What follows belongs to an exercise in optimizing a design on an open flow for small area, a short achievable clock period and few clock cycles; a production flow would make more cautious choices.
Only simulation tests tie the RTL to the original design; equivalence was not proved.
Power figures rest on the tool's default switching activity, not on a simulated workload.

==> flow/design.v <==
`timescale 1ns/1ps
package char_draw_pkg;
    localparam int GLYPH_COLS = 5;
    localparam int GLYPH_ROWS = 9;
    localparam int BOX_COLS = GLYPH_COLS + 1;
    localparam int BOX_ROWS = GLYPH_ROWS + 1;
    typedef logic [9:0]  pixel_x_t;       
    typedef logic [8:0]  pixel_y_t;       
    typedef logic [18:0] vga_addr_t;      
    typedef logic [7:0]  color_id_t;      
    typedef logic [7:0]  char_code_t;
    typedef logic [3:0]  glyph_size_t;    
    typedef logic [GLYPH_COLS-1:0] glyph_row_t;
    typedef logic [GLYPH_ROWS*GLYPH_COLS-1:0] glyph_bitmap_t;
    typedef enum logic [1:0] {
        MODE_PLACE    = 2'd0,    
        MODE_STYLE    = 2'd1,    
        MODE_FULL     = 2'd2,
        MODE_FULL_ALT = 2'd3
    } cmd_mode_e;
endpackage
`timescale 1ns/1ps
`timescale 1ns/1ps
module glyph_enc (
    input  logic [7:0] char_code,
    output logic [4:0] gidx
);
    always_comb begin
        case (char_code)
            8'h30: gidx = 5'd0;
            8'h31: gidx = 5'd1;
            8'h32: gidx = 5'd2;
            8'h33: gidx = 5'd3;
            8'h34: gidx = 5'd4;
            8'h35: gidx = 5'd5;
            8'h36: gidx = 5'd6;
            8'h37: gidx = 5'd7;
            8'h38: gidx = 5'd8;
            8'h39: gidx = 5'd9;
            8'h3A: gidx = 5'd10;
            8'h41: gidx = 5'd11;
            8'h43: gidx = 5'd12;
            8'h44: gidx = 5'd13;
            8'h45: gidx = 5'd14;
            8'h47: gidx = 5'd15;
            8'h49: gidx = 5'd16;
            8'h4B: gidx = 5'd17;
            8'h4C: gidx = 5'd18;
            8'h4D: gidx = 5'd19;
            8'h4E: gidx = 5'd20;
            8'h4F: gidx = 5'd0;
            8'h50: gidx = 5'd21;
            8'h52: gidx = 5'd22;
            8'h53: gidx = 5'd23;
            8'h54: gidx = 5'd24;
            8'h56: gidx = 5'd25;
            8'h59: gidx = 5'd26;
            default: gidx = 5'd27;   
        endcase
    end
endmodule
module glyph_rom(gidx, row, bits);
  input [4:0] gidx;
  wire [4:0] gidx;
  input [3:0] row;
  wire [3:0] row;
  output [4:0] bits;
  wire [4:0] bits;
  wire _000_;
  wire _001_;
  wire _002_;
  wire _003_;
  wire _004_;
  wire _005_;
  wire _006_;
  wire _007_;
  wire _008_;
  wire _009_;
  wire _010_;
  wire _011_;
  wire _012_;
  wire _013_;
  wire _014_;
  wire _015_;
  wire _016_;
  wire _017_;
  wire _018_;
  wire _019_;
  wire _020_;
  wire _021_;
  wire _022_;
  wire _023_;
  wire _024_;
  wire _025_;
  wire _026_;
  wire _027_;
  wire _028_;
  wire _029_;
  wire _030_;
  wire _031_;
  wire _032_;
  wire _033_;
  wire _034_;
  wire _035_;
  wire _036_;
  wire _037_;
  wire _038_;
  wire _039_;
  wire _040_;
  wire _041_;
  wire _042_;
  wire _043_;
  wire _044_;
  wire _045_;
  wire _046_;
  wire _047_;
  wire _048_;
  wire _049_;
  wire _050_;
  wire _051_;
  wire _052_;
  wire _053_;
  wire _054_;
  wire _055_;
  wire _056_;
  wire _057_;
  wire _058_;
  wire _059_;
  wire _060_;
  wire _061_;
  wire _062_;
  wire _063_;
  wire _064_;
  wire _065_;
  wire _066_;
  wire _067_;
  wire _068_;
  wire _069_;
  wire _070_;
  wire _071_;
  wire _072_;
  wire _073_;
  wire _074_;
  wire _075_;
  wire _076_;
  wire _077_;
  wire _078_;
  wire _079_;
  wire _080_;
  wire _081_;
  wire _082_;
  wire _083_;
  wire _084_;
  wire _085_;
  wire _086_;
  wire _087_;
  wire _088_;
  wire _089_;
  wire _090_;
  wire _091_;
  wire _092_;
  wire _093_;
  wire _094_;
  wire _095_;
  wire _096_;
  wire _097_;
  wire _098_;
  wire _099_;
  wire _100_;
  wire _101_;
  wire _102_;
  wire _103_;
  wire _104_;
  wire _105_;
  wire _106_;
  wire _107_;
  wire _108_;
  wire _109_;
  wire _110_;
  wire _111_;
  wire _112_;
  wire _113_;
  wire _114_;
  wire _115_;
  wire _116_;
  wire _117_;
  wire _118_;
  wire _119_;
  wire _120_;
  wire _121_;
  wire _122_;
  wire _123_;
  wire _124_;
  wire _125_;
  wire _126_;
  wire _127_;
  wire _128_;
  wire _129_;
  wire _130_;
  wire _131_;
  wire _132_;
  wire _133_;
  wire _134_;
  wire _135_;
  wire _136_;
  wire _137_;
  wire _138_;
  wire _139_;
  wire _140_;
  wire _141_;
  wire _142_;
  wire _143_;
  wire _144_;
  wire _145_;
  wire _146_;
  wire _147_;
  wire _148_;
  wire _149_;
  wire _150_;
  wire _151_;
  wire _152_;
  wire _153_;
  wire _154_;
  wire _155_;
  wire _156_;
  wire _157_;
  wire _158_;
  wire _159_;
  wire _160_;
  wire _161_;
  wire _162_;
  wire _163_;
  wire _164_;
  wire _165_;
  wire _166_;
  wire _167_;
  wire _168_;
  wire _169_;
  wire _170_;
  wire _171_;
  wire _172_;
  wire _173_;
  wire _174_;
  wire _175_;
  wire _176_;
  wire _177_;
  wire _178_;
  wire _179_;
  wire _180_;
  wire _181_;
  wire _182_;
  wire _183_;
  wire _184_;
  wire _185_;
  wire _186_;
  wire _187_;
  wire _188_;
  wire _189_;
  wire _190_;
  wire _191_;
  wire _192_;
  wire _193_;
  wire _194_;
  wire _195_;
  wire _196_;
  wire _197_;
  wire _198_;
  wire _199_;
  wire _200_;
  wire _201_;
  wire _202_;
  wire _203_;
  wire _204_;
  wire _205_;
  wire _206_;
  wire _207_;
  wire _208_;
  wire _209_;
  wire _210_;
  wire _211_;
  wire _212_;
  wire _213_;
  wire _214_;
  wire _215_;
  wire _216_;
  wire _217_;
  wire _218_;
  wire _219_;
  wire _220_;
  wire _221_;
  wire _222_;
  wire _223_;
  wire _224_;
  wire _225_;
  wire _226_;
  wire _227_;
  wire _228_;
  wire _229_;
  wire _230_;
  wire _231_;
  wire _232_;
  wire _233_;
  wire _234_;
  wire _235_;
  wire _236_;
  wire _237_;
  wire _238_;
  wire _239_;
  wire _240_;
  wire _241_;
  wire _242_;
  wire _243_;
  wire _244_;
  wire _245_;
  wire _246_;
  wire _247_;
  wire _248_;
  wire _249_;
  wire _250_;
  wire _251_;
  wire _252_;
  wire _253_;
  wire _254_;
  wire _255_;
  wire _256_;
  wire _257_;
  wire _258_;
  wire _259_;
  wire _260_;
  wire _261_;
  wire _262_;
  wire _263_;
  wire _264_;
  wire _265_;
  wire _266_;
  wire _267_;
  wire _268_;
  wire _269_;
  wire _270_;
  wire _271_;
  wire _272_;
  wire _273_;
  wire _274_;
  wire _275_;
  wire _276_;
  wire _277_;
  wire _278_;
  wire [44:0] bitmap;
  assign _049_ = 4'h1 >> { gidx[3], gidx[4] };
  assign _060_ = 4'h2 >> row[1:0];
  assign _071_ = 4'h4 >> { gidx[0], gidx[3] };
  assign _082_ = 4'h1 >> { gidx[1], gidx[2] };
  assign _093_ = 4'h8 >> { _082_, _071_ };
  assign _103_ = 4'h8 >> { gidx[2], gidx[3] };
  assign _114_ = 4'h4 >> { _103_, gidx[4] };
  assign _125_ = 4'h2 >> { gidx[3], gidx[4] };
  assign _135_ = 4'h1 >> { _125_, _114_ };
  assign _146_ = 4'h2 >> { _071_, gidx[2] };
  assign _157_ = 4'h8 >> { _146_, _135_ };
  assign _168_ = 4'h4 >> { _103_, gidx[0] };
  assign _179_ = 4'h1 >> { _168_, _093_ };
  assign _189_ = 4'h4 >> { _179_, _157_ };
  assign _200_ = 4'h2 >> { gidx[2], gidx[4] };
  assign _209_ = 4'h1 >> { _200_, _103_ };
  assign _210_ = 4'h8 >> { gidx[0], gidx[1] };
  assign _211_ = 4'h8 >> { _210_, _209_ };
  assign _212_ = 4'h8 >> { gidx[1], gidx[3] };
  assign _213_ = 4'h4 >> { _071_, gidx[4] };
  assign _214_ = 4'h1 >> { _213_, _212_ };
  assign _215_ = 4'h1 >> { _214_, _211_ };
  assign _216_ = 4'h2 >> { _215_, _189_ };
  assign _217_ = 4'h1 >> { gidx[0], gidx[1] };
  assign _218_ = 4'h4 >> { _217_, gidx[3] };
  assign _219_ = 4'h2 >> { _218_, _209_ };
  assign _220_ = 4'h8 >> { _219_, _216_ };
  assign _221_ = 4'h1 >> { _220_, _093_ };
  assign _222_ = 4'h2 >> { _221_, _060_ };
  assign _223_ = 4'h1 >> { _222_, _049_ };
  assign _224_ = 4'h2 >> row[3:2];
  assign _225_ = 4'h2 >> { _217_, row[0] };
  assign _226_ = 4'h4 >> row[1:0];
  assign _227_ = 4'h2 >> { _226_, gidx[2] };
  assign _228_ = 4'h4 >> { _227_, _210_ };
  assign _229_ = 4'h4 >> { _228_, _225_ };
  assign _230_ = 4'h2 >> { gidx[0], gidx[1] };
  assign _231_ = 4'h8 >> row[1:0];
  assign _232_ = 4'h4 >> { _231_, gidx[2] };
  assign _233_ = 4'h8 >> { _232_, _230_ };
  assign _234_ = 4'h2 >> { _233_, _049_ };
  assign _235_ = 4'h4 >> { _234_, _229_ };
  assign _236_ = 4'h2 >> { _235_, _224_ };
  assign _237_ = 4'h4 >> { _236_, _223_ };
  assign _238_ = 4'h1 >> { gidx[0], gidx[2] };
  assign _239_ = 4'h8 >> { _238_, _212_ };
  assign _240_ = 4'h8 >> { gidx[1], gidx[2] };
  assign _241_ = 4'h1 >> { _240_, _082_ };
  assign _242_ = 4'h2 >> { _241_, _071_ };
  assign _243_ = 4'h1 >> { _242_, _239_ };
  assign _244_ = 4'h1 >> row[1:0];
  assign _245_ = 4'h8 >> { _244_, _224_ };
  assign _246_ = 4'h8 >> { _245_, gidx[4] };
  assign _247_ = 4'h4 >> { _246_, _243_ };
  assign _248_ = 4'h8 >> { _224_, _060_ };
  assign _249_ = 4'h4 >> { gidx[2], gidx[4] };
  assign _250_ = 4'h8 >> { _249_, _218_ };
  assign _251_ = 4'h2 >> { gidx[0], gidx[3] };
  assign _252_ = 4'h8 >> { _251_, gidx[1] };
  assign _253_ = 4'h8 >> { _252_, _249_ };
  assign _254_ = 4'h1 >> { _253_, _250_ };
  assign _255_ = 4'h2 >> { _254_, _248_ };
  assign _256_ = 4'h1 >> { _255_, _247_ };
  assign _257_ = 4'h4 >> { _256_, _237_ };
  assign _258_ = 4'h1 >> row[3:2];
  assign _259_ = 4'h8 >> { _258_, _226_ };
  assign _260_ = 4'h8 >> { _209_, gidx[4] };
  assign _261_ = 4'h8 >> { _260_, _218_ };
  assign _262_ = 4'h1 >> { _261_, _239_ };
  assign _263_ = 4'h8 >> { _200_, _071_ };
  assign _264_ = 4'h2 >> { _263_, _262_ };
  assign _265_ = 4'h2 >> { gidx[2], gidx[3] };
  assign _266_ = 4'h8 >> { _265_, _210_ };
  assign _267_ = 4'h2 >> { _266_, _264_ };
  assign _268_ = 4'h2 >> { _267_, _216_ };
  assign _269_ = 4'h4 >> { _219_, _189_ };
  assign _270_ = 4'h1 >> { _269_, _268_ };
  assign _271_ = 4'h2 >> { _270_, _259_ };
  assign _272_ = 4'h8 >> { _240_, gidx[0] };
  assign _273_ = 4'h4 >> row[3:2];
  assign _274_ = 4'h8 >> { _273_, _060_ };
  assign _275_ = 4'h4 >> { _274_, gidx[4] };
  assign _276_ = 4'h4 >> { _275_, _272_ };
  assign _277_ = 4'h8 >> { _258_, _060_ };
  assign _278_ = 4'h1 >> { _277_, _276_ };
  assign _000_ = 4'h4 >> { gidx[3], gidx[4] };
  assign _001_ = 4'h4 >> { _000_, row[3] };
  assign _002_ = 4'h1 >> { _001_, _238_ };
  assign _003_ = 4'h1 >> { _002_, gidx[1] };
  assign _004_ = 4'h2 >> { _217_, gidx[2] };
  assign _005_ = 4'h1 >> { _004_, row[3] };
  assign _006_ = 4'h1 >> { _005_, gidx[3] };
  assign _007_ = 4'h1 >> { _082_, gidx[4] };
  assign _008_ = 4'h4 >> { _007_, _265_ };
  assign _009_ = 4'h1 >> { _008_, _006_ };
  assign _010_ = 4'h4 >> { _009_, _003_ };
  assign _011_ = 4'h1 >> { _010_, _278_ };
  assign _012_ = 4'h4 >> { _011_, _157_ };
  assign _013_ = 4'h1 >> { _272_, _238_ };
  assign _014_ = 4'h1 >> { _013_, gidx[3] };
  assign _015_ = 4'h1 >> { _014_, _266_ };
  assign _016_ = 4'h2 >> { _015_, _274_ };
  assign _017_ = 4'h4 >> { gidx[0], gidx[1] };
  assign _018_ = 4'h8 >> { _017_, _265_ };
  assign _019_ = 4'h8 >> { _273_, _244_ };
  assign _020_ = 4'h8 >> { _019_, _018_ };
  assign _021_ = 4'h8 >> { _258_, _231_ };
  assign _022_ = 4'h4 >> { _245_, _241_ };
  assign _023_ = 4'h1 >> { _022_, _021_ };
  assign _024_ = 4'h2 >> { _023_, _239_ };
  assign _025_ = 4'h1 >> { _024_, _020_ };
  assign _026_ = 4'h4 >> { _025_, _016_ };
  assign _027_ = 4'h1 >> { _251_, _213_ };
  assign _028_ = 4'h1 >> { _027_, gidx[2] };
  assign _029_ = 4'h8 >> { _240_, _071_ };
  assign _030_ = 4'h1 >> { _029_, _250_ };
  assign _031_ = 4'h4 >> { _030_, _028_ };
  assign _032_ = 4'h8 >> { _031_, _275_ };
  assign _033_ = 4'h8 >> { _032_, _026_ };
  assign _034_ = 4'h2 >> { _026_, gidx[4] };
  assign _035_ = 4'h1 >> { _034_, _033_ };
  assign _036_ = 4'h4 >> { _035_, _012_ };
  assign _037_ = 4'h4 >> { _036_, _271_ };
  assign bits[3] = 4'h7 >> { _037_, _257_ };
  assign _038_ = 4'h2 >> { _030_, _249_ };
  assign _039_ = 4'h8 >> { gidx[0], gidx[2] };
  assign _040_ = 4'h1 >> { _039_, _238_ };
  assign _041_ = 4'h2 >> { gidx[1], gidx[4] };
  assign _042_ = 4'h4 >> { _041_, _040_ };
  assign _043_ = 4'h1 >> { _042_, _252_ };
  assign _044_ = 4'h2 >> { _043_, _200_ };
  assign _045_ = 4'h1 >> { _019_, _093_ };
  assign _046_ = 4'h1 >> { _045_, gidx[4] };
  assign _047_ = 4'h1 >> { _046_, _044_ };
  assign _048_ = 4'h4 >> { _047_, _038_ };
  assign _050_ = 4'h4 >> { _243_, gidx[4] };
  assign _051_ = 4'h2 >> { _050_, _019_ };
  assign _052_ = 4'h4 >> { row[1], gidx[1] };
  assign _053_ = 4'h8 >> { _052_, _258_ };
  assign _054_ = 4'h1 >> { _231_, _082_ };
  assign _055_ = 4'h2 >> { _054_, _224_ };
  assign _056_ = 4'h1 >> { _055_, _053_ };
  assign _057_ = 4'h4 >> { _056_, _051_ };
  assign _058_ = 4'h1 >> { _057_, _048_ };
  assign _059_ = 4'h8 >> { _058_, _258_ };
  assign _061_ = 4'h1 >> { _059_, _245_ };
  assign _062_ = 4'h4 >> { _262_, _249_ };
  assign _063_ = 4'h1 >> { _062_, _000_ };
  assign _064_ = 4'h4 >> { _063_, _061_ };
  assign _065_ = 4'h8 >> { _000_, _272_ };
  assign _066_ = 4'h2 >> { _065_, _030_ };
  assign _067_ = 4'h8 >> { _066_, _026_ };
  assign _068_ = 4'h8 >> { _224_, row[1] };
  assign _069_ = 4'h4 >> { _068_, row[0] };
  assign _070_ = 4'h4 >> { _019_, _071_ };
  assign _072_ = 4'h1 >> { _070_, _069_ };
  assign _073_ = 4'h4 >> { _072_, _034_ };
  assign _074_ = 4'h1 >> { _073_, _067_ };
  assign _075_ = 4'h8 >> { _248_, _220_ };
  assign _076_ = 4'h1 >> { _011_, _255_ };
  assign _077_ = 4'h4 >> { _076_, _075_ };
  assign _078_ = 4'h8 >> { _238_, _049_ };
  assign _079_ = 4'h1 >> { _078_, _018_ };
  assign _080_ = 4'h4 >> { _079_, _260_ };
  assign _081_ = 4'h2 >> { _080_, _230_ };
  assign _083_ = 4'h8 >> { gidx[3], gidx[4] };
  assign _084_ = 4'h8 >> { _083_, _238_ };
  assign _085_ = 4'h1 >> { _084_, _093_ };
  assign _086_ = 4'h4 >> { _085_, _065_ };
  assign _087_ = 4'h4 >> { _086_, _081_ };
  assign _088_ = 4'h1 >> { _017_, _230_ };
  assign _089_ = 4'h1 >> { _088_, _135_ };
  assign _090_ = 4'h4 >> { _089_, _087_ };
  assign _091_ = 4'h1 >> { _090_, _250_ };
  assign _092_ = 4'h8 >> { _068_, row[0] };
  assign _094_ = 4'h4 >> { _092_, _091_ };
  assign _095_ = 4'h4 >> { _266_, gidx[4] };
  assign _096_ = 4'h1 >> { _095_, _263_ };
  assign _097_ = 4'h2 >> { _096_, _259_ };
  assign _098_ = 4'h1 >> { _097_, _094_ };
  assign _099_ = 4'h8 >> { _098_, _077_ };
  assign _100_ = 4'h4 >> { _099_, _074_ };
  assign bits[1] = 4'hb >> { _100_, _064_ };
  assign _101_ = 4'h2 >> { _088_, _249_ };
  assign _102_ = 4'h1 >> { _079_, gidx[1] };
  assign _104_ = 4'h1 >> { _102_, _101_ };
  assign _105_ = 4'h1 >> { _104_, _257_ };
  assign _106_ = 4'h1 >> { gidx[2], gidx[4] };
  assign _107_ = 4'h1 >> { _106_, _238_ };
  assign _108_ = 4'h2 >> { _107_, _248_ };
  assign _109_ = 4'h1 >> { _108_, _274_ };
  assign _110_ = 4'h4 >> { _109_, _105_ };
  assign _111_ = 4'h8 >> { _265_, gidx[4] };
  assign _112_ = 4'h1 >> { _111_, _213_ };
  assign _113_ = 4'h4 >> { _112_, bits[3] };
  assign _115_ = 4'h1 >> { _113_, _110_ };
  assign _116_ = 4'h2 >> { _077_, gidx[4] };
  assign _117_ = 4'h4 >> { _021_, _264_ };
  assign _118_ = 4'h1 >> { _117_, _011_ };
  assign _119_ = 4'h2 >> { _118_, _048_ };
  assign _120_ = 4'h4 >> { gidx[0], gidx[4] };
  assign _121_ = 4'h8 >> { _120_, _277_ };
  assign _122_ = 4'h2 >> { _087_, _069_ };
  assign _123_ = 4'h1 >> { _122_, _121_ };
  assign _124_ = 4'h4 >> { _123_, _058_ };
  assign _126_ = 4'h4 >> { _124_, _119_ };
  assign _127_ = 4'h4 >> { _126_, _116_ };
  assign bits[2] = 4'hb >> { _127_, _115_ };
  assign _128_ = 4'h8 >> { _120_, _082_ };
  assign _129_ = 4'h2 >> { _083_, _019_ };
  assign _130_ = 4'h4 >> { _129_, _128_ };
  assign _131_ = 4'h4 >> { _130_, _038_ };
  assign _132_ = 4'h1 >> { _048_, row[0] };
  assign _133_ = 4'h8 >> { gidx[1], gidx[4] };
  assign _134_ = 4'h4 >> { _133_, _071_ };
  assign _136_ = 4'h2 >> { _134_, _068_ };
  assign _137_ = 4'h8 >> { _136_, _179_ };
  assign _138_ = 4'h4 >> { _137_, _132_ };
  assign _139_ = 4'h1 >> { _138_, _131_ };
  assign _140_ = 4'h8 >> { _249_, _071_ };
  assign _141_ = 4'h1 >> { _140_, _238_ };
  assign _142_ = 4'h2 >> { _141_, gidx[1] };
  assign _143_ = 4'h2 >> { _142_, _043_ };
  assign _144_ = 4'h4 >> { _143_, _139_ };
  assign _145_ = 4'h4 >> { _104_, _268_ };
  assign _147_ = 4'h2 >> { _145_, _248_ };
  assign _148_ = 4'h8 >> { _066_, _245_ };
  assign _149_ = 4'h1 >> { _148_, _021_ };
  assign _150_ = 4'h2 >> { _013_, gidx[4] };
  assign _151_ = 4'h2 >> { _150_, _216_ };
  assign _152_ = 4'h4 >> { _151_, _149_ };
  assign _153_ = 4'h1 >> { _212_, gidx[2] };
  assign _154_ = 4'h8 >> { _153_, _107_ };
  assign _155_ = 4'h1 >> { _140_, _084_ };
  assign _156_ = 4'h4 >> { _155_, _253_ };
  assign _158_ = 4'h4 >> { _156_, _154_ };
  assign _159_ = 4'h4 >> { _158_, _261_ };
  assign _160_ = 4'h2 >> { _159_, _277_ };
  assign _161_ = 4'h1 >> { _160_, _152_ };
  assign _162_ = 4'h8 >> { _014_, _230_ };
  assign _163_ = 4'h8 >> { _040_, _125_ };
  assign _164_ = 4'h8 >> { _249_, _212_ };
  assign _165_ = 4'h1 >> { _164_, _266_ };
  assign _166_ = 4'h4 >> { _165_, _163_ };
  assign _167_ = 4'h4 >> { _166_, _162_ };
  assign _169_ = 4'h2 >> { _167_, _274_ };
  assign _170_ = 4'h4 >> { _086_, _071_ };
  assign _171_ = 4'h2 >> { _170_, gidx[1] };
  assign _172_ = 4'h4 >> { _000_, gidx[1] };
  assign _173_ = 4'h2 >> { _172_, _080_ };
  assign _174_ = 4'h4 >> { _173_, _171_ };
  assign _175_ = 4'h2 >> { _174_, _259_ };
  assign _176_ = 4'h1 >> { _175_, _169_ };
  assign _177_ = 4'h8 >> { _176_, _161_ };
  assign _178_ = 4'h4 >> { _177_, _147_ };
  assign bits[0] = 4'hb >> { _178_, _144_ };
  assign _180_ = 4'h4 >> { _058_, gidx[2] };
  assign _181_ = 4'h8 >> { _162_, row[3] };
  assign _182_ = 4'h1 >> { _181_, _089_ };
  assign _183_ = 4'h8 >> { _182_, _161_ };
  assign _184_ = 4'h4 >> { _060_, row[2] };
  assign _185_ = 4'h4 >> { _184_, _183_ };
  assign _186_ = 4'h4 >> { _083_, _082_ };
  assign _187_ = 4'h1 >> { _052_, _232_ };
  assign _188_ = 4'h4 >> { _187_, _031_ };
  assign _190_ = 4'h8 >> { _052_, _213_ };
  assign _191_ = 4'h4 >> { _106_, _088_ };
  assign _192_ = 4'h2 >> { _191_, _224_ };
  assign _193_ = 4'h4 >> { _192_, _190_ };
  assign _194_ = 4'h4 >> { _193_, _188_ };
  assign _195_ = 4'h4 >> { _026_, _023_ };
  assign _196_ = 4'h8 >> { _195_, _048_ };
  assign _197_ = 4'h1 >> { _196_, _194_ };
  assign _198_ = 4'h1 >> { _197_, _186_ };
  assign _199_ = 4'h8 >> { _274_, _268_ };
  assign _201_ = 4'h8 >> { _106_, _212_ };
  assign _202_ = 4'h2 >> { _266_, _259_ };
  assign _203_ = 4'h4 >> { _202_, _201_ };
  assign _204_ = 4'h4 >> { _203_, _157_ };
  assign _205_ = 4'h1 >> { _204_, _131_ };
  assign _206_ = 4'h4 >> { _205_, _199_ };
  assign _207_ = 4'h4 >> { _206_, _198_ };
  assign _208_ = 4'h4 >> { _207_, _185_ };
  assign bits[4] = 4'h1 >> { _208_, _180_ };
  assign bitmap[18] = 1'h0;
endmodule
`timescale 1ns/1ps
`timescale 1ns/1ps
`timescale 1ns/1ps
`timescale 1ns/1ps
module char_draw_top #(
    parameter int SCREEN_W = 640,
    parameter int SCREEN_H = 480
) (
    input  logic                       clk,
    input  logic                       rst,
    input  char_draw_pkg::pixel_x_t    x,
    input  char_draw_pkg::pixel_y_t    y,
    input  char_draw_pkg::char_code_t  code,
    input  char_draw_pkg::glyph_size_t size,
    input  logic [1:0]                 mode,
    input  char_draw_pkg::color_id_t   idata_fg,
    input  char_draw_pkg::color_id_t   idata_bg,
    input  logic                       idata_vld,
    output logic                       odone,
    output char_draw_pkg::vga_addr_t   oaddr,
    output char_draw_pkg::color_id_t   odata,
    output logic                       owren
);
    char_draw_pkg::pixel_x_t      origin_x;
    char_draw_pkg::pixel_y_t      origin_y;
    char_draw_pkg::char_code_t    char_code;
    char_draw_pkg::glyph_size_t   glyph_size;
    char_draw_pkg::color_id_t     fg_color;
    char_draw_pkg::color_id_t     bg_color;
    logic        busy;        
    localparam int IW = 4;   
    localparam int IN = 3;   
    logic [IN-1:0] init;      
    logic [1:0]  nb_cy;       
    logic [11:0] base_a;      
    logic [11:0] base_b;      
    logic [11:0] base_c;      
    logic [4:0]  gidx;        
    logic [4:0]  gidx_d;
    logic        scan_vld;    
    logic        first_row;   
    logic        row_cy;      
    logic        lo_wrap;     
    logic [2:0]  hi_step;     
    logic [3:0]  hi_low;      
    logic [8:0]  hi_tog;      
    logic [11:0] hi_next;     
    logic [3:0]  sx;          
    logic [2:0]  col;         
    logic [3:0]  sy;          
    logic [3:0]  rrow;        
    logic [4:0]  gbits;       
    logic        s_rowstart;  
    logic        s_bit;       
    logic [4:0]  rom_bits;
    logic        accept;
    logic        row_end;
    logic        last_pix;
    assign accept   = idata_vld && !busy;
    always_comb begin
        if (!scan_vld)
            hi_step = 3'd0;
        else if (s_rowstart)
            hi_step = first_row ? 3'd0 : row_cy ? 3'd4 : 3'd5;
        else
            hi_step = {2'b00, lo_wrap};
    end
    assign hi_low    = {1'b0, oaddr[9:7]} + {1'b0, hi_step};
    assign hi_tog[0] = 1'b1;
    for (genvar i = 1; i < 9; i++) begin : g_tog
        assign hi_tog[i] = &oaddr[10+i-1:10];
    end
    assign hi_next   = {oaddr[18:10] ^ (hi_tog & {9{hi_low[3]}}), hi_low[2:0]};
    logic [IW+1:0] chunk_sum [IN];
    logic [1:0]    cy_sel;
    always_comb begin
        cy_sel = 2'd0;
        for (int k = 0; k < IN; k++) begin
            chunk_sum[k] = (IW+2)'(base_a[IW*k +: IW]) + (IW+2)'(base_b[IW*k +: IW])
                         + (IW+2)'(base_c[IW*k +: IW]) + (IW+2)'(k == 0 ? 2'd0 : nb_cy);
            cy_sel = cy_sel | (init[k] ? chunk_sum[k][IW+1:IW] : 2'd0);
        end
    end
    assign base_a   = {1'b0, origin_y, 2'b00};
    assign base_b   = {3'b000, origin_y};
    assign base_c   = {9'd0, origin_x[9:7]};
    assign row_end  = (col == 3'd5) && (sx == 4'd0);
    assign last_pix = row_end && (sy == 4'd0) && (rrow == 4'd10);
    always_ff @(posedge clk) begin
        if (rst) begin
            origin_x  <= '0;
            origin_y  <= '0;
            char_code <= '0;
        end else if (accept && mode != 2'd1) begin
            origin_x  <= x;
            origin_y  <= y;
            char_code <= code;
        end
    end
    always_ff @(posedge clk) begin
        if (!busy) begin
            glyph_size <= size;
            fg_color   <= idata_fg;
            bg_color   <= idata_bg;
        end
    end
    always_ff @(posedge clk) begin
        if (rst) begin
            busy     <= 1'b0;
            init     <= '0;
            scan_vld <= 1'b0;
            owren    <= 1'b0;
            odone    <= 1'b0;
        end else begin
            init  <= {init[IN-2:0], accept && mode != 2'd0};
            owren <= scan_vld;
            odone <= scan_vld && last_pix;
            if (accept && mode != 2'd0)
                busy <= 1'b1;
            else if (scan_vld && last_pix)
                busy <= 1'b0;
            if (init[IN-1])
                scan_vld <= 1'b1;
            else if (last_pix)
                scan_vld <= 1'b0;
        end
    end
    glyph_enc u_glyph_enc (
        .char_code (char_code),
        .gidx      (gidx_d)
    );
    glyph_rom u_glyph_rom (
        .gidx (gidx),
        .row  (rrow),
        .bits (rom_bits)
    );
    always_ff @(posedge clk) begin
        gidx <= gidx_d;
    end
    always_ff @(posedge clk) begin
        if (init[IN-1]) begin
            sx         <= glyph_size;
            col        <= 3'd0;
            sy         <= glyph_size;
            rrow       <= 4'd0;
            gbits      <= 5'd0;
            s_rowstart <= 1'b1;
            s_bit      <= 1'b0;
        end else begin
            gbits      <= rom_bits;
            s_rowstart <= row_end;
            if (sx == 4'd0) begin
                sx <= glyph_size;
                if (row_end) begin
                    col   <= 3'd0;
                    s_bit <= 1'b0;
                    if (sy == 4'd0) begin
                        sy <= glyph_size;
                    end else begin
                        sy <= sy - 4'd1;
                    end
                end else begin
                    col   <= col + 3'd1;
                    s_bit <= gbits[3'd4 - col];
                    if (col == 3'd4 && sy == 4'd0)
                        rrow <= rrow + 4'd1;
                end
            end else begin
                sx <= sx - 4'd1;
            end
        end
    end
    always_ff @(posedge clk) begin
        nb_cy <= cy_sel;
        oaddr[18:7] <= hi_next;
        for (int k = 0; k < IN; k++) begin
            if (init[k])
                oaddr[7+IW*k +: IW] <= chunk_sum[k][IW-1:0];
        end
        if (scan_vld && s_rowstart) begin
            oaddr[6:0] <= origin_x[6:0];
            lo_wrap    <= origin_x[6:0] == 7'h7f;
        end else begin
            oaddr[6:0] <= oaddr[6:0] + 7'd1;
            lo_wrap    <= oaddr[6:0] == 7'h7e;
        end
        if (init[0])
            first_row <= 1'b1;
        else if (scan_vld && s_rowstart)
            first_row <= 1'b0;
        if (s_rowstart)
            row_cy <= 1'b0;
        else if (scan_vld && lo_wrap)
            row_cy <= 1'b1;
        odata <= s_bit ? fg_color : bg_color;
    end
endmodule
==> flow/flow/run.sh <==
#!/bin/bash
# The standard layout, with plain buffers on the ports in place of the delay-cell
# buffers buffer_ports picks by default. Each tool's output goes to the ORFS logs
# under orfs/logs/; make's own output goes to make_finish.log here.
set -euo pipefail
export BUFFER_PORTS_ARGS="-buffer_cell sky130_fd_sc_hd__buf_1"
bash standard.sh finish > make_finish.log 2>&1
==> flow/standard.sh <==
#!/bin/bash
# synth_recipe.tcl (not shown) runs the flow's synth.tcl, then flattens the netlist and writes it again
# the make line also repeats each setting of config.mk as NAME=value (left out here)
make -C /OpenROAD-flow-scripts/flow DESIGN_CONFIG=/design/flow/config.mk WORK_HOME=/design/flow/orfs CLKGATE_MAP_FILE= SYNTH_SCRIPT=/design/flow/synth_recipe.tcl "${@:-finish}"
==> flow/config.mk <==
export PLATFORM = sky130hd
export DESIGN_NAME = char_draw_top
export DESIGN_NICKNAME = char_draw_top
export VERILOG_FILES = /design/flow/design.v
export SDC_FILE = /design/flow/constraint.sdc
export NUM_CORES = 4
export LEC_CHECK = 0
export ABC_AREA = 1
export CAP_MARGIN = 20
export CORE_MARGIN = 2
export CORE_UTILIZATION = 40
export CTS_BUF_LIST = sky130_fd_sc_hd__clkbuf_4 sky130_fd_sc_hd__clkbuf_8
export SETUP_SLACK_MARGIN = 2.9
export SLEW_MARGIN = 20
export SYNTH_MEMORY_MAX_BITS = 16384
==> flow/constraint.sdc <==
create_clock -name core_clock -period 5.0 [get_ports {clk}]
set_input_delay 1.0000 -clock core_clock [delete_from_list [all_inputs] [get_ports {clk}]]
set_output_delay 1.0000 -clock core_clock [all_outputs]
set_load 0.01 [all_outputs]
==> results.txt, run 1 <==
The primary flip-flop cell chosen by synthesis mapping is sky130_fd_sc_hd__dfxtp_1. The critical register-to-register path startpoint is gidx[0]. Synthesis produced 783 cells. The maximum frequency from static timing analysis came out at just under 500 MHz.

The final layout contains routed wiring with a total length of 15,100 um. The overall power after layout is 2.84 mW. STA classifies the critical path startpoint as a register. The depth of the worst register-to-register path came out at 12. The antenna cell count came out at 0. Along the worst path, the maximum fanout reaches 10. The switching share of power is 32.3%. The worst hold endpoint is gidx[2]. The number of distinct library cells after synthesis is 53. Traced cell by cell, the critical path runs through inv_4, ha_1, inv_1, nor2_2, inv_2, o21ai_1, o21ai_0, nand3_1, nand2_1, nand3_1, nor3_1, a21oi_2.

The setup slack after placement is between 2 and 2.5 ns. The core box area came out at 15,100 um^2. In this run, the number of DRC markers left after iteration 0 of detailed routing was 393. The maximum resistive drop on vdd is 0.282 mV. The synthesized area per cell came out at 7.81 um^2. The aggregate global routing overflow came out at 0. The register bit total from synthesis is ~110. The transition at the pin with the smallest max-transition slack is 0.733 ns. In this run the most critical hold path is launched from char_code[7].

The die covers 16,300 um^2. The post-synthesis sequential area ratio came out at 40.9%. The post-route netlist has between 10% and 20% of its cells at a drive strength greater than 1. The via-per-instance ratio is 5.08. The final routed wire length divided by cell count is 14.0 um. For this design, the CTS-stage hold fixing added 0 buffers. The mapped cell area came out at 6120 um^2.

The total power density per cell area is 394 nW/um^2. Synthesis produced a netlist with a net count of 880. The worst setup path is of the register to register kind. The number of failing setup endpoints in the final timing report came out at 0.

The count of input and output buffers is 80. The total net switching power came out at 0.918 mW. The initial cell density of the core came out at 40.5%. The height of the die came out at roughly 130 um. The internal power of the cells totals 1.92 mW. The hold violation total from the final report is 0. The critical path's slowest cell is sky130_fd_sc_hd__dfxtp_4.

The standby leakage power came out at 3.25 nW. The relative contribution of the clock network to total power came out at approximately 32%. The min-delay analysis places its worst path in the category register to register. The type of element capturing the critical path is a register. The headroom to the max-slew limit is 51.1%. The total number of vias is between 5,000 and 6,000. The number of maximum-capacitance violations is 0. The largest net degree at the start of global routing is 29. The number of synthesized flops with an enable pin came out at 24. The sink count of the clock tree came out at 113. For this run, the detailed router's first-pass iteration total came to 6. The total of warnings raised by yosys came out at 3. The number of max-slew violations in the final report is 0. The die boundary width came out at 128 um. The most common cell type on the critical path is sky130_fd_sc_hd__nand3_1. Clock-pin slew was measured on the worst setup and hold paths at 0.07 ns. Per report_power, the sequential group accounts for 43.4% of the total. The final RePlAce weighted congestion is 1.03. The global-route wire length before repair is ~25,000 um. Combinational logic is responsible for 24.4% of the overall power. The DRC violation count after routing came out at 0. The number of top-level design ports came out at just over 80. The H-tree level count is 4. The number of nets with antenna violations after detailed routing came out at 0. The ratio of final minimum period to clock period is 40.9%.

The hold-critical path depth is 1. Between clock sinks in the finished design, the worst skew comes to about 0.012 ns. The flow ran to the end and the layout has no timing, DRC or antenna violations. TritonCTS built the clock tree. The CTS buffer count came out at 17.

The buffering stage count on the worst path with inverters included is 3. Setup repair after global routing could not meet its margin everywhere. The delay of the slowest cell on the worst path is 0.43 ns.

The clock root buffer is sky130_fd_sc_hd__clkbuf_8. Of all flip-flops after synthesis, the portion carrying an async set or reset was 0%. At the later pin of the worst-skew pair, clock insertion delay measures ~0.43 ns. In this run the critical register-to-register path is captured at gbits[2]. The worst setup margin is 2.95 ns. The internal reg-to-reg setup slack came out at 2.95 ns.

The minimum clock period after layout is roughly 2 ns. Summed over all nets, the half-perimeter wirelength after detailed placement is 11,100 um. Broken down by cell family, the worst path's largest delay share belongs to simple AND/OR/NAND/NOR gates. Global routing consumed, over all layers together, a little under a fifth of the routing resources. The required time at the endpoint of the critical path is ~5.3 ns.

The number of buffers between clock root and the deepest sink is 2. The post-layout net count is 975. The area added between synthesis and finish is 17.7%. The initial antenna violation count was 0. The data arrival time at the worst-slack endpoint came out at approximately 2.4 ns.

The total number of placement rows came out at 45. The final-layout setup total negative slack is 0 ns. The number of global-route vias before repair is approximately 5,100.
==> cell usage in the layout (no fill, tap or decap), types with 4 or more instances in the layout <==
cell type / count
sky130_fd_sc_hd__dfxtp_1: 79
sky130_fd_sc_hd__buf_4: 9
sky130_fd_sc_hd__clkbuf_8: 20
sky130_fd_sc_hd__nand2_2: 10
sky130_fd_sc_hd__clkbuf_4: 6
sky130_fd_sc_hd__xnor2_1: 6
sky130_fd_sc_hd__edfxtp_1: 24
sky130_fd_sc_hd__ha_1: 35
sky130_fd_sc_hd__nand3_1: 47
sky130_fd_sc_hd__nand3_2: 5
sky130_fd_sc_hd__xor2_1: 7
sky130_fd_sc_hd__o21ai_1: 8
sky130_fd_sc_hd__dfxtp_4: 4
sky130_fd_sc_hd__a31oi_1: 4
sky130_fd_sc_hd__inv_1: 84
sky130_fd_sc_hd__nand2_1: 160
sky130_fd_sc_hd__nor2_4: 5
sky130_fd_sc_hd__a21oi_1: 34
sky130_fd_sc_hd__clkinvlp_4: 5
sky130_fd_sc_hd__nor3_1: 9
sky130_fd_sc_hd__inv_2: 6
sky130_fd_sc_hd__nor2_2: 9
sky130_fd_sc_hd__nand4_1: 13
sky130_fd_sc_hd__fa_1: 7
sky130_fd_sc_hd__nor2_1: 73
sky130_fd_sc_hd__o22ai_1: 4
sky130_fd_sc_hd__buf_1: 79
sky130_fd_sc_hd__o21ai_0: 76
sky130_fd_sc_hd__dfxtp_2: 6
==> layout make-up <==
| cell class | count | area, um^2 |
|---|---|---|
| Timing Repair inverter | 2 | 15.0 |
| Clock inverter | 6 | 105 |
| Fill cell | 1513 | 7890 |
| Sequential cell | 113 | 2520 |
| Timing Repair Buffer | 90 | 389 |
| Clock buffer | 26 | 320 |
| Inverter | 97 | 383 |
| Tap cell | 188 | 235 |
| Multi-Input combinational cell | 557 | 3230 |
==> sequential cells by signal, indices dropped and copies added, names as in the netlist, 2 cells and up <==
name and flops:
bg_color 8, char_code 8, col 3, fg_color 8, gbits 5, gidx 5
glyph_size 4, init 3, nb_cy 2, oaddr 19, odata 8, origin_x 10
origin_y 9, rrow 4, sx 4, sy 4
==> power groups by stage <==
stage | clock (mW) | combinational, mW | sequential (mW)
after floorplan | 0 | 0.463 | 1.24
after global placement | 0 | 0.671 | 1.25
after detailed placement | 0 | 0.662 | 1.25
after CTS | 0.933 | 0.676 | 1.23
after global routing | 0.974 | 0.804 | 1.25
final | 0.913 | 0.694 | 1.23
==> timing repair <==
action                                  4_1_cts  5_1_grt
gates resized for setup                      18       26
setup buffers                                 4        5
pin swaps                                     1        2
endpoints found under the setup margin       34       33
cloned                                        1        1
==> how the worst max path moves through the flow <==
stage               slack, ns           end      start  cells past startpoint
floorplan                2.98  char_code[0]  idata_vld                      6
global placement         2.43  char_code[5]  idata_vld                      7
detailed placement       2.39  char_code[7]  idata_vld                      7
CTS                      2.92      gbits[2]    gidx[0]                     10
global route             2.82      gbits[2]    gidx[0]                     12
finish                   2.95      gbits[2]    gidx[0]                     12
==> Yosys cell counts (6+ instances only) <==
library cell	number	area [um^2]
sky130_fd_sc_hd__nand4_1	13	81.3
sky130_fd_sc_hd__dfxtp_1	89	1780
sky130_fd_sc_hd__edfxtp_1	24	721
sky130_fd_sc_hd__xnor2_1	6	52.6
sky130_fd_sc_hd__o21ai_1	8	40.0
sky130_fd_sc_hd__nor3_1	9	45.0
sky130_fd_sc_hd__a21oi_1	34	170
sky130_fd_sc_hd__nor2_1	77	289
sky130_fd_sc_hd__ha_1	38	475
sky130_fd_sc_hd__nand3_1	48	240
sky130_fd_sc_hd__clkbuf_1	11	41.3
sky130_fd_sc_hd__nor2_2	6	37.5
sky130_fd_sc_hd__inv_1	89	334
sky130_fd_sc_hd__o21ai_0	77	385
sky130_fd_sc_hd__fa_1	7	140
sky130_fd_sc_hd__nand2_1	165	619
sky130_fd_sc_hd__xor2_1	7	61.3
==> stage by stage <==
| stage | hold WS (ns) | utilization (%) | area, um^2 | instances |
|---|---|---|---|---|
| floorplan | 0.389 | - | 6120 | 783 |
| CTS | 0.425 | 46.9 | 7070 | 1073 |
| global route | 0.443 | 47.7 | 7200 | 1079 |
| detailed placement | 0.408 | 43.6 | 6580 | 1036 |
| finish | 0.426 | 47.7 | 7200 | 1079 |
| global placement | 0.406 | 43.6 | 6580 | 1036 |
==> routing by layer <==
metal | vias up | part of all wire, % | GRT usage (%)
met4 | 0 | 3.0 | 8.73
met5 | - | 0 | 0
met3 | 45 | 6.4 | 5.01
met2 | 208 | 45 | 28.8
li1 | 2792 | - | -
met1 | 2435 | 45 | 25.0
==> cells by family (layout without fill, tap and decap cells) <==
kind of cell | count (synthesis) | count (layout) | share of synthesized area [%]
flip-flops | 113 | 113 | 40.9
AO/OA/AOI/OAI | 157 | 157 | 14.7
buffers and inverters | 113 | 221 | 7.44
XOR/XNOR | 13 | 13 | 1.86
adder cells (fa/ha/maj) | 45 | 45 | 10.1
AND/OR/NAND/NOR | 342 | 342 | 25.0
Testbench counts, summed over its fixed seeds: cycles 175,420.
==> run 2: changes to the inputs <==
--- a/flow/config.mk
+++ b/flow/config.mk
@@ -10,6 +10,6 @@
 export CORE_MARGIN = 2
 export CORE_UTILIZATION = 40
 export CTS_BUF_LIST = sky130_fd_sc_hd__clkbuf_4 sky130_fd_sc_hd__clkbuf_8
-export SETUP_SLACK_MARGIN = 2.9
+export SETUP_SLACK_MARGIN = 3.0
 export SLEW_MARGIN = 20
 export SYNTH_MEMORY_MAX_BITS = 16384
==> run 2 against run 1 <==
Net effect:
- register-to-register slack better by 0.09 ns
- wire length up 1.4%
- worst setup slack improved by 0.092 ns
- sequential power hardly changed
- clock skew shrank 0.0035 ns
- fmax increased by 4.7%
- utilization is 2.3 points higher
==> results.txt, run 2 <==
Along the worst path, the maximum fanout reaches 7. The number of top-level design ports came out at between 80 and 90. The cell area after placement came out at 6570 um^2. The setup slack after placement came out at around 2.1 ns.

At the pin with the least slew margin, the transition time is 0.727 ns. The total number of placement rows is 45. Summed over all instances, the cell type with the most area after synthesis is sky130_fd_sc_hd__dfxtp_1.

Sorting the synthesized cells by area gives the leading types as sky130_fd_sc_hd__dfxtp_1, sky130_fd_sc_hd__edfxtp_1, sky130_fd_sc_hd__nand2_1. The first routing iteration left 312 violations. The most used flip-flop cell after synthesis is sky130_fd_sc_hd__dfxtp_1. Summing all non-filler instances in the final layout gives an area of 7540 um^2. The total overflow left after global routing is 0. The net count after synthesis is 880. The sink count of the clock tree is 113. The post-synthesis cell count is 783. The ratio of final minimum period to clock period is 39.1%. After synthesis, the mean cell area works out to a little under 8 um^2. The worst setup margin came out at 3.04 ns. The switching share of power is 30.9%. The run finished with no timing, DRC or antenna violations. The number of maximum-capacitance violations is 0. The number of max-slew violations in the final report came out at 0. The worst setup path is of the register to register kind. The number of failing setup endpoints in the final timing report came out at 0. The Yosys step of the flow raised 3 warnings. The total routed wirelength is 15,300 um. The final worst clock skew came out at 0.00889 ns. The die footprint came out at 16,300 um^2. The standby leakage power came out at 3.42 nW. At the worst endpoint, the required time is 5.31 ns. Per report_power, the combinational group accounts for between 20% and 30% of the total. The portion of synthesized cell area occupied by the leading cell type is 29.1%.

The net count of the finished layout is 990. The antenna cell count came out at 0. In this run the power spent charging and discharging nets is 0.945 mW. The most numerous cell type found on the critical path is sky130_fd_sc_hd__nand2_1. In this run the clock root is driven by a sky130_fd_sc_hd__clkbuf_8.

The data arrival time at the worst-slack endpoint is 2.26 ns. The number of buffers between clock root and the deepest sink came out at 2. The largest register by flop count is oaddr.

The slowest stage of the critical path belongs to the cell sky130_fd_sc_hd__dfxtp_4. The signal on the critical path passes through buf_4, ha_1, nand2_1, o21ai_0, nand2_1, nand2_1, nand2_1, nand3_2, nand2_2, nand3_2, nor2_4, nand4_1, nand2_1, a21oi_2. The delay of the slowest cell on the worst path is between 0.3 and 0.4 ns.

The minimum clock period after layout came out at 1.96 ns. The number of global-route vias before repair came to ~5,100. The fraction of registers with async set or reset after synthesis is 0%.

The most common cell after layout, fill and taps aside is sky130_fd_sc_hd__nand2_1. The worst setup path is captured at a register. The headroom to the max-slew limit came out at about half. The first global-routing pass estimated 24,900 um of wire. For this run, design rule violations remaining after detail routing come to 0. The initial antenna violation count is 0. The global-route usage over all layers is 19.2%.

The die boundary width came out at ~130 um. The clock-pin slew on the worst setup and hold paths is 0.06 ns. The wire-length estimate of the detail-placed layout is 11,000 um. The post-synthesis sequential area ratio is 40.9%. STA classifies the critical path startpoint as a register. The largest registers in the layout are oaddr: 19 flops, origin_x: 10 flops, origin_y: 9 flops. The mapped cell area is 6120 um^2. The via-per-instance ratio came out at 5.02. The total number of vias is 5,495. The most numerous cell in the Yosys netlist is sky130_fd_sc_hd__nand2_1. The tightest min-delay check is of the register to register type. The number of synthesized flops with an enable pin came out at 24. After detailed routing, the average wire length per cell comes to 14.0 um. Leaving out fill and tap cells, the most frequent cells in the layout are sky130_fd_sc_hd__nand2_1, sky130_fd_sc_hd__inv_1, sky130_fd_sc_hd__o21ai_0. The largest net degree at the start of global routing is 29. The H-tree level count is 4.

The worst-case IR drop observed on VDD is about 0.27 mV. The clock insertion delay at the later pin of the skew report came out at roughly 0.43 ns. The flip-flop count of the largest register, all copies and words added came out at 19.

The iteration count of the initial detailed-routing pass is 5. The design internal power came out at 2.11 mW. The area added between synthesis and finish is 23.3%. The total power density per cell area is roughly 400 nW/um^2.

The layout cell share with drive strength beyond 1 is 19.9%. The count of nets left with antenna violations once routing finished came out at 0. The total area inside the core boundary comes to 15,100 um^2. The final-layout setup total negative slack came out at 0 ns. The number of clock buffers added by TritonCTS is 17.

For this run, the top clock speed supported by timing is between 500 and 600 MHz. Buffers placed on the I/O ports in this run total 80. TritonCTS built the clock tree. Synthesis inferred 113 register bits.

The die is 128 um tall. The sequential share of power came out at between 40% and 50%. The utilization after layout came out at between 50% and 60%. The final RePlAce weighted congestion is 0.973. The initial cell density of the core is about two fifths. The relative contribution of the clock network to total power is a little over a third.

The number of distinct library cells after synthesis came out at 53. The hold violation total from the final report is 0. The commonest cells after synthesis are sky130_fd_sc_hd__nand2_1, sky130_fd_sc_hd__dfxtp_1, sky130_fd_sc_hd__inv_1.

Setup repair after global routing could not meet its margin everywhere.
run 2: cell counts after synthesis:
No cell type changed its count.
run 2: metal layers:
layer | part of all wire (%) | track usage (%) | vias up
met3 | 5.8 | 4.76 | 34
met4 | 2.4 | 7.89 | 0
met1 | 45 | 25.4 | 2453
met5 | 0 | 0 | -
met2 | 47 | 30.2 | 179
li1 | - | - | 2829
run 2: path summary, 6_finish.rpt:
path                   end          from  slack, ns  cells after the start
setup / recovery  gbits[2]       gidx[2]       3.04                     14
hold / removal     gidx[2]  char_code[7]       0.41                      1
setup reg to reg  gbits[2]       gidx[2]       3.04                     14
hold reg to reg    gidx[2]  char_code[7]       0.41                      1
run 2: timing repair:
action | in CTS | in global routing
hold buffers | 0 | 0
gates resized for setup | 47 | 64
pin swaps | 3 | 12
setup endpoints to repair | 51 | 39
gates cloned | 2 | 1
setup buffers | 11 | 13
run 2: stage by stage:
| stage | std cells | hold WS (ns) | total power, mW |
|---|---|---|---|
| floorplan | 783 | 0.389 | 1.71 |
| global placement | 1035 | 0.397 | 1.91 |
| detailed placement | 1035 | 0.414 | 1.91 |
| CTS | 1080 | 0.418 | 3.03 |
| global route | 1094 | 0.443 | 3.24 |
| finish | 1094 | 0.415 | 3.06 |
run 2: cell type report:
type,instances,area (um^2)
tap,188,235
inverter,97,389
sequential,113,2550
fill,1486,7540
timing repair buffer,104,524
timing repair inverter,3,20.0
clock buffer,20,263
clock inverter,12,235
multi-input combinational,557,3320
run 2: worst max-delay path: cells and delay by family, from the launching register on:
family | cells | cell delay, ns
AO/OA/AOI/OAI | 2 | 0.17
adder cells (fa/ha/maj) | 1 | 0.18
buffers and inverters | 1 | 0.14
flip-flops | 1 | 0.38
AND/OR/NAND/NOR | 10 | 0.96
run 2: power groups by stage:
stage	Clock, mW	Combinational (mW)	Sequential (mW)
6_report	1.08	0.734	1.24
5_1_grt	1.14	0.840	1.27
4_1_cts	1.10	0.695	1.24
3_5_place_dp	0	0.656	1.25
3_3_place_gp	0	0.663	1.25
2_1_floorplan	0	0.464	1.24
run 2: cells by family (layout without fill, tap and decap cells):
logic type | count (synthesis) | in the layout | synth area share [%]
AND/OR/NAND/NOR | 342 | 342 | 25.0
flip-flops | 113 | 113 | 40.9
adder cells (fa/ha/maj) | 45 | 45 | 10.1
XOR/XNOR | 13 | 13 | 1.86
AO/OA/AOI/OAI | 157 | 157 | 14.7
buffers and inverters | 113 | 236 | 7.44
==> run 3: changes to the inputs <==
--- a/flow/config.mk
+++ b/flow/config.mk
@@ -8,7 +8,7 @@
 export ABC_AREA = 1
 export CAP_MARGIN = 20
 export CORE_MARGIN = 2
-export CORE_UTILIZATION = 40
+export CORE_UTILIZATION = 60
 export CTS_BUF_LIST = sky130_fd_sc_hd__clkbuf_4 sky130_fd_sc_hd__clkbuf_8
 export SETUP_SLACK_MARGIN = 3.0
 export SLEW_MARGIN = 20
==> run 3 against run 2 <==
Net effect:
- sequential share of layout area rose by 0.35 points
- register-to-register slack barely moved
- utilization increased by 26 points
- synthesized cell count is the same
- combinational power is 6.4% higher
- cell count fell by 5.3%
- flip-flop and latch count is the same
- fmax decreased by 1.1%
- count of clock-buffer cells in the layout increased by 4
- critical path type is now register to output port
- critical endpoint is now oaddr[5]
- largest power group unchanged
==> results.txt, run 3 <==
The critical path's slowest cell is sky130_fd_sc_hd__dfxtp_1. Setup repair after global routing could not meet its margin everywhere. The final-layout setup total negative slack is 0 ns. Counting every instance in the synthesized netlist gives between 700 and 800. The primary flip-flop cell chosen by synthesis mapping is sky130_fd_sc_hd__dfxtp_1. More flip-flops sit in one register than any other, and that register is oaddr. The maximum resistive drop on vdd came out at 0.316 mV. The type of the tightest min-delay check is register to register. The total number of placement rows is 36. In this run the deepest clock path goes through 2 buffers. The clock root buffer is sky130_fd_sc_hd__clkbuf_8. In the final layout, the share of cells above drive strength 1 is 19.5%. The library cell used most frequently in the layout, excluding fill and tap cells, is sky130_fd_sc_hd__nand2_1. The clock-pin slew on the worst setup and hold paths came out at about 0.070 ns. The clock insertion delay at the later pin of the skew report came out at approximately 0.43 ns. The data arrival time at the worst-slack endpoint came out at 0.98 ns. The source of the worst hold timing path is char_code[7]. For the pin with the worst max-slew slack, the measured transition is 0.686 ns. Yosys attributes the largest share of cell area to sky130_fd_sc_hd__dfxtp_1, sky130_fd_sc_hd__edfxtp_1, sky130_fd_sc_hd__nand2_1. Synthesis inferred about 110 register bits. The final RePlAce weighted congestion is 1.01.

The cell type with the largest total area after synthesis is sky130_fd_sc_hd__dfxtp_1. The number of synthesized flops with an enable pin is 24. In the final layout, the registers with the most flip-flops are oaddr: 19 flops, origin_x: 10 flops, origin_y: 9 flops. The overall power after layout came out at 3.02 mW. The number of global-route vias before repair came to 5,701. The required time at the endpoint of the critical path came out at 4.00 ns. The via-per-instance ratio is 5.67. The standby leakage power is 3.37 nW.

In this run, the number of DRC markers left after iteration 0 of detailed routing was roughly 540. The number of maximum-capacitance violations is 0. The net count after synthesis is 880.

For this run, the slowest stage of the critical path takes 0.39 ns. Counting flops with an async set or reset pin after synthesis yields a share of 0%. The post-layout net count came out at between 900 and 1,000. The number of top-level design ports is 81. The global-route wire length before repair is 26,800 um. The share of the Yosys chip area taken by registers is 40.9%. The startpoint identified for the worst register-to-register timing path is gidx[2]. Measured on the finished design, the core utilization comes to approximately 76%. The minimum clock period after layout is 1.98 ns.

In this run the remaining antenna-violating nets after routing total 0. The ratio of final minimum period to clock period is 39.6%. The worst setup path is captured at an output port. The initial antenna violation count was 0. The hold violation total from the final report is 0.

The largest net degree at the start of global routing is 29. The die footprint is 11,000 um^2. The critical path goes through clkbuf_2. The register with the most flip-flops in the layout has 19 of them.

The maximum frequency from static timing analysis is roughly 500 MHz. For this run, the detailed router's first-pass iteration total came to 8. The area growth from synthesis to layout is 21.7%. The core box area came out at 9820 um^2.

The initial cell density of the core came out at 62.3%. TritonCTS built the clock tree. The buffering stage count on the worst path with inverters included is 1. The startpoint-to-endpoint class of the critical path is register to output port. In the synthesized netlist, the cells that appear most often are sky130_fd_sc_hd__nand2_1, sky130_fd_sc_hd__dfxtp_1, sky130_fd_sc_hd__inv_1. Global routing used approximately 30% of the available tracks. In this run the vertical extent of the chip is 105 um. The library cells used most frequently in the layout, excluding fill and tap cells, are sky130_fd_sc_hd__nand2_1, sky130_fd_sc_hd__inv_1, sky130_fd_sc_hd__o21ai_0.

The total power density per cell area came out at 406 nW/um^2. The total of warnings raised by yosys is 3. The CTS buffer count is 17. The die boundary width is 105 um.

The number of distinct library cells after synthesis came out at 53. The mapped cell area is 6120 um^2. The number of max-slew violations in the final report is 0.

The flow ran to the end and the layout has no timing, DRC or antenna violations. The number of failing setup endpoints in the final timing report came out at 0. The H-tree level count is 4. The final worst clock skew is 0.00981 ns. The tree built by TritonCTS fans out to 113 sinks. The DRC violation count after routing is 0.

The total number of vias came out at just under 6,000. The aggregate global routing overflow came out at 0. Detailed placement ended at an HPWL of 11,400 um. The headroom to the max-slew limit came out at 54.2%. The gate family responsible for the most delay along the worst path is flip-flops. The portion of synthesized cell area occupied by the leading cell type is 29.1%. The nature of the critical path startpoint is a register. The final routed wire length divided by cell count came out at 16.4 um. The critical path starts at oaddr[5]. The total routed wirelength came out at between 15,000 and 20,000 um. The antenna cell count is 0. The most numerous cell in the Yosys netlist is sky130_fd_sc_hd__nand2_1. The synthesized area per cell came out at 7.81 um^2. Buffers placed on the I/O ports in this run total 80. Of all nets on the critical path, the largest fanout is 3.
[run 3: cell types whose count changed in the layout (fill, tap and decap cells not counted), sizes merged]
cell      previous run  this run
buf                 99        88
bufinv               7         4
clkbuf              25        37
clkinvlp             8         7
[run 3: area by class of cell]
type                            count  area [um^2]
Multi-Input combinational cell    557         3360
Timing Repair Buffer              101          489
Timing Repair inverter              3         20.0
Sequential cell                   113         2550
Clock inverter                      8          148
Fill cell                         734         2370
Inverter                           97          392
Tap cell                          133          166
Clock buffer                       24          324
[run 3: metal layers]
layer / track usage [%] / wire length, um
met4: 11.8 / 385
met5: 0 / 0
met3: 9.05 / 1480
met2: 51.7 / 8540
met1: 36.3 / 6580
[run 3: final timing paths]
path              depth (start not counted)        to  slack (ns)
setup / recovery                          1  oaddr[5]        3.02
hold / removal                            1   gidx[2]        0.42
setup reg to reg                         10  gbits[2]        3.05
hold reg to reg                           1   gidx[2]        0.42
[run 3: kinds of logic after synthesis]
group | Yosys count | synth area share (%)
xor+xnor | 13 | 1.86
compound gates | 157 | 14.7
buf+inv | 113 | 7.44
simple gates | 342 | 25.0
fa+ha+maj | 45 | 10.1
flops | 113 | 40.9
[run 3: repair_timing]
action,4_1_cts,5_1_grt
cloned,2,1
resized for setup,38,75
pin swaps,4,11
hold buffers,0,0
buffers inserted,9,12
endpoints found under the setup margin,42,28
[run 3: stage by stage]
step	std cells	area [um^2]	setup slack, ns	hold WS [ns]
floorplan	783	6120	3.07	0.389
global placement	980	6500	2.33	0.407
detailed placement	980	6500	2.24	0.417
CTS	1023	7160	2.91	0.419
global route	1036	7450	2.95	0.435
finish	1036	7450	3.02	0.421
[run 3: power by group]
group          switching (mW)  total, mW  internal, mW
clock network           0.365      0.994         0.629
logic                   0.496      0.781         0.285
registers               0.142       1.25          1.11
total                    1.00       3.02          2.02
==> run 4: changes to the inputs <==
==> flow/flow/run.sh (replaced) <==
#!/bin/bash
# The standard layout with two changes:
#  - plain buffers on the ports in place of the delay-cell buffers buffer_ports
#    picks by default;
#  - clock tree synthesis without dummy loads (cells that only load clock nets to
#    even out their delays); its other arguments are the standard ones.
# Each tool's output goes to the ORFS logs under orfs/logs/; make's own output goes
# to make_finish.log here.
set -euo pipefail
export BUFFER_PORTS_ARGS="-buffer_cell sky130_fd_sc_hd__buf_1"
export CTS_ARGS="-sink_clustering_enable -repair_clock_nets -buf_list {sky130_fd_sc_hd__clkbuf_4 sky130_fd_sc_hd__clkbuf_8} -dont_use_dummy_load"
bash standard.sh finish > make_finish.log 2>&1
--- a/flow/config.mk
+++ b/flow/config.mk
@@ -8,7 +8,7 @@
 export ABC_AREA = 1
 export CAP_MARGIN = 20
 export CORE_MARGIN = 2
-export CORE_UTILIZATION = 60
+export CORE_UTILIZATION = 40
 export CTS_BUF_LIST = sky130_fd_sc_hd__clkbuf_4 sky130_fd_sc_hd__clkbuf_8
 export SETUP_SLACK_MARGIN = 3.0
 export SLEW_MARGIN = 20
==> run 4 against run 3 <==
Net effect:
- largest power group unchanged
- die area is 48% higher
- count of clock-buffer cells in the layout decreased by 7
- cell area down 1.4%
- still clean on timing, DRC and antenna
- worst setup slack better by 0.028 ns
- global-route usage fell by 11 points
- utilization is 27 points lower
- worst hold slack got worse by 0.0070 ns
- critical path type is now register to register
- via count is 6.5% lower
==> results.txt, run 4 <==
Row generation in the floorplan step produced 45 rows. The minimum clock period after layout is a little under 2 ns. The net count after synthesis came out at 880. Global routing used 19.0% of the available tracks.

Of all cell types, the one taking the most synthesized area is sky130_fd_sc_hd__dfxtp_1. The final RePlAce weighted congestion is between 0.9 and 1. The number of distinct library cells after synthesis is 53. The detailed placement HPWL is 11,000 um. The total of warnings raised by yosys came out at 3. The violation count after the first detailed-route iteration is 318.

The fraction of registers with async set or reset after synthesis came out at 0%. The post-synthesis sequential area ratio is 40.9%. The final routed wire length divided by cell count is around 14 um. The clock insertion delay at the later pin of the skew report came out at between 0.4 and 0.5 ns. met2 is the most crowded layer. The total routed wirelength is between 15,000 and 20,000 um.

The largest net degree at the start of global routing came out at 29. The number of hold buffers added after cts is 0. The post-layout net count came out at 994. The global-route wire length before repair is around 25,000 um. The worst setup path is captured at a register. The initial antenna violation count is 0. Pin placement for this block handled roughly 80 I/O pins.

The maximum net fanout on the critical path is 8. The largest register by flop count is oaddr. The register bit total from synthesis is roughly 110.

The transition at the pin with the smallest max-transition slack came out at 0.708 ns. The via-per-instance ratio came out at 5.07. By area the synthesized netlist is led by sky130_fd_sc_hd__dfxtp_1, sky130_fd_sc_hd__edfxtp_1, sky130_fd_sc_hd__nand2_1. The filler-free cell count of the finished design came out at between 1,000 and 1,500. Sorting the synthesized cells by how often they occur yields sky130_fd_sc_hd__nand2_1, sky130_fd_sc_hd__dfxtp_1, sky130_fd_sc_hd__inv_1. The clock passes through at most 2 buffers. The aggregate global routing overflow is 0. The data arrival time at the worst-slack endpoint came out at 2.26 ns. The final-layout setup total negative slack is 0 ns. The nature of the critical path startpoint is a register. The ratio of final minimum period to clock period came out at 39.0%.

0 antenna diodes ended up in the layout. The maximum resistive drop on vdd came out at 0.193 mV. The flip-flop count of the largest register, all copies and words added is 19.

TritonCTS built the clock tree. The initial cell density of the core came out at 40.5%. The final worst clock skew is just over 0.02 ns. Summing every instance area after synthesis gives 6120 um^2. The most common cell in the synthesized netlist is sky130_fd_sc_hd__nand2_1. The largest registers in the layout are oaddr: 19 flops, origin_x: 10 flops, origin_y: 9 flops. Static timing analysis puts the maximum clock frequency at between 500 and 600 MHz. The number of maximum-capacitance violations came out at 0. The count of input and output buffers came out at 80. The required time at the endpoint of the critical path came out at 5.31 ns. The hold violation total from the final report came out at 0. The clock root buffer is sky130_fd_sc_hd__clkbuf_8. The number of clock buffers added by TritonCTS is 17. Clock-pin slew was measured on the worst setup and hold paths at 0.06 ns. The number of nets with antenna violations after detailed routing came out at 0.

The portion of synthesized cell area occupied by the leading cell type came out at 29.1%. The headroom to the max-slew limit is 52.7%. The total number of vias is 5,487.

Setup repair after global routing could not meet its margin everywhere. The global routing met3 resource utilization came out at 4.76%. The H-tree level count came out at 4.

The path class of the tightest hold or removal check is register to register. The met2 usage in global routing came out at about 30%. The number of max-slew violations in the final report came out at 0. Among all flip-flop cells after synthesis, the most frequent one is sky130_fd_sc_hd__dfxtp_1. The standby leakage power came out at roughly 3.3 nW.

After detailed placement, the design holds a cell count of slightly above 1,000. The number of synthesized flops with an enable pin is 24. The run finished with no timing, DRC or antenna violations. The core box area is 15,100 um^2. The die is 128 um tall. The startpoint-to-endpoint class of the critical path is register to register. The met1 routing resource usage after global routing came out at 25.3%.

The number of failing setup endpoints in the final timing report came out at 0. The floorplan step defined a die boundary enclosing 16,300 um^2. Dividing the synthesized area by the synthesized cell count gives slightly below 8 um^2. The iteration count of the initial detailed-routing pass came out at 5. The number of global-route vias before repair is between 5,000 and 6,000. In the routed design, unresolved DRC markers number 0.

The layout cell share with drive strength beyond 1 came out at between 10% and 20%. The total power density per cell area came out at 352 nW/um^2. The die boundary width came out at ~130 um. The most common cell after layout, fill and taps aside is sky130_fd_sc_hd__nand2_1. The post-synthesis cell count is a little under 800. Compared with the post-synthesis result, the final layout area differs by 20.0%. The top cell types in the final layout, fill and taps aside, are sky130_fd_sc_hd__nand2_1, sky130_fd_sc_hd__inv_1, sky130_fd_sc_hd__o21ai_0. The sink count of the clock tree came out at 113.
==> run 4: changes by cell type in the layout (fill, tap and decap cells not counted), sizes merged <==
| cell | previous run | this run |
|---|---|---|
| clkbuf | 37 | 23 |
| bufinv | 4 | 0 |
| clkinv | 5 | 1 |
| buf | 88 | 102 |
==> run 4: where the power goes <==
part	switching [mW]	internal [mW]	total (mW)
Combinational	0.451	0.289	0.741
Sequential	0.134	1.11	1.24
Clock	0.301	0.297	0.598
==> run 4: what timing repair did <==
item                                    4_1_cts  5_1_grt
pin swaps                                     3       15
buffers inserted                             11       17
resized for setup                            36       81
endpoints found under the hold margin         0        0
gates cloned                                  2        1
endpoints found under the setup margin       49       49
==> run 4: stage by stage <==
| stage | hold slack, ns | worst slack (ns) | utilization [%] | instance area [um^2] | power (mW) |
|---|---|---|---|---|---|
| 2_1_floorplan | 0.389 | 3.07 | - | 6120 | 1.71 |
| 3_3_place_gp | 0.397 | 2.17 | 43.5 | 6570 | 1.91 |
| 3_5_place_dp | 0.414 | 2.11 | 43.5 | 6570 | 1.91 |
| 4_1_cts | 0.419 | 2.85 | 46.3 | 6990 | 2.55 |
| 5_1_grt | 0.440 | 2.96 | 48.7 | 7340 | 2.76 |
| 6_report | 0.414 | 3.05 | 48.7 | 7340 | 2.58 |
==> run 4: worst max-delay path, stage by stage (launching register included) <==
cell,delay [ns]
sky130_fd_sc_hd__dfxtp_4,0.36
sky130_fd_sc_hd__buf_4,0.17
sky130_fd_sc_hd__ha_1,0.26
sky130_fd_sc_hd__nand2_1,0.21
sky130_fd_sc_hd__o221ai_1,0.19
sky130_fd_sc_hd__o21ai_0,0.21
sky130_fd_sc_hd__nand2_1,0.10
sky130_fd_sc_hd__nor2_2,0.10
sky130_fd_sc_hd__nand3_1,0.11
sky130_fd_sc_hd__nand2_1,0.08
sky130_fd_sc_hd__inv_1,0.05
==> run 4: metal layers <==
metal	wire length, um	vias to the layer above
li1	-	2818
met4	358	0
met2	7130	191
met1	6940	2444
met3	942	34
met5	0	-
==> run 4: layout make-up <==
type	count	area [um^2]
fillers	1521	7750
flip-flops and latches	113	2550
repair buffers	108	544
repair inverters	3	20.0
clock buffers	17	234
inverters	97	392
multi-input cells	557	3370
well taps	188	235
==> run 4: cells by family after synthesis <==
group | share of synthesized area (%)
xor gates and xnor gates | 1.86
buffers and inverters | 7.44
and+or+nand+nor | 25.0
AOI/OAI and AO/OA | 14.7
adders and majority gates | 10.1
DFF | 40.9
==> run 4: worst paths after layout <==
path	from	end	slack, ns	cells past startpoint
max	gidx[0]	gbits[0]	3.05	10
min	char_code[7]	gidx[2]	0.41	1
max reg2reg	gidx[0]	gbits[0]	3.05	10
min reg2reg	char_code[7]	gidx[2]	0.41	1

==> re-timing with driven ports <==
In the flow no input, the clock included, has a driving cell. The finished layouts below were timed again as built, in two steps. Step 1 assumes that a clkbuf_16 drives the clock port and a buf_2 every other input. Step 2 adds t to the input delays and takes it off the output delays; t is the mean of the earliest and latest rising clock arrival at the registers after step 1. Input paths then give back, and output paths get back, about the clock's delay inside the block. Slacks: ideal ports / drivers / drivers and shift; pairs: ideal ports / drivers.
| run | t (ns) | setup slack, ns | worst slew at a driven data input, ns |
|---|---|---|---|
| run 1 | 0.458 | 2.953 / 2.951 / 2.716 | 0.06 |
| run 2 | 0.467 | 3.045 / 3.018 / 2.800 | 0.05 |
| run 3 | 0.464 | 3.022 / 2.985 / 2.742 | 0.05 |
| run 4 | 0.457 | 3.050 / 3.017 / 2.799 | 0.05 |
After both steps setup and hold are still met in every run listed. The setup slack of run 3, which loses most, moves by -0.037 ns with the drivers and by -0.280 ns with both steps.
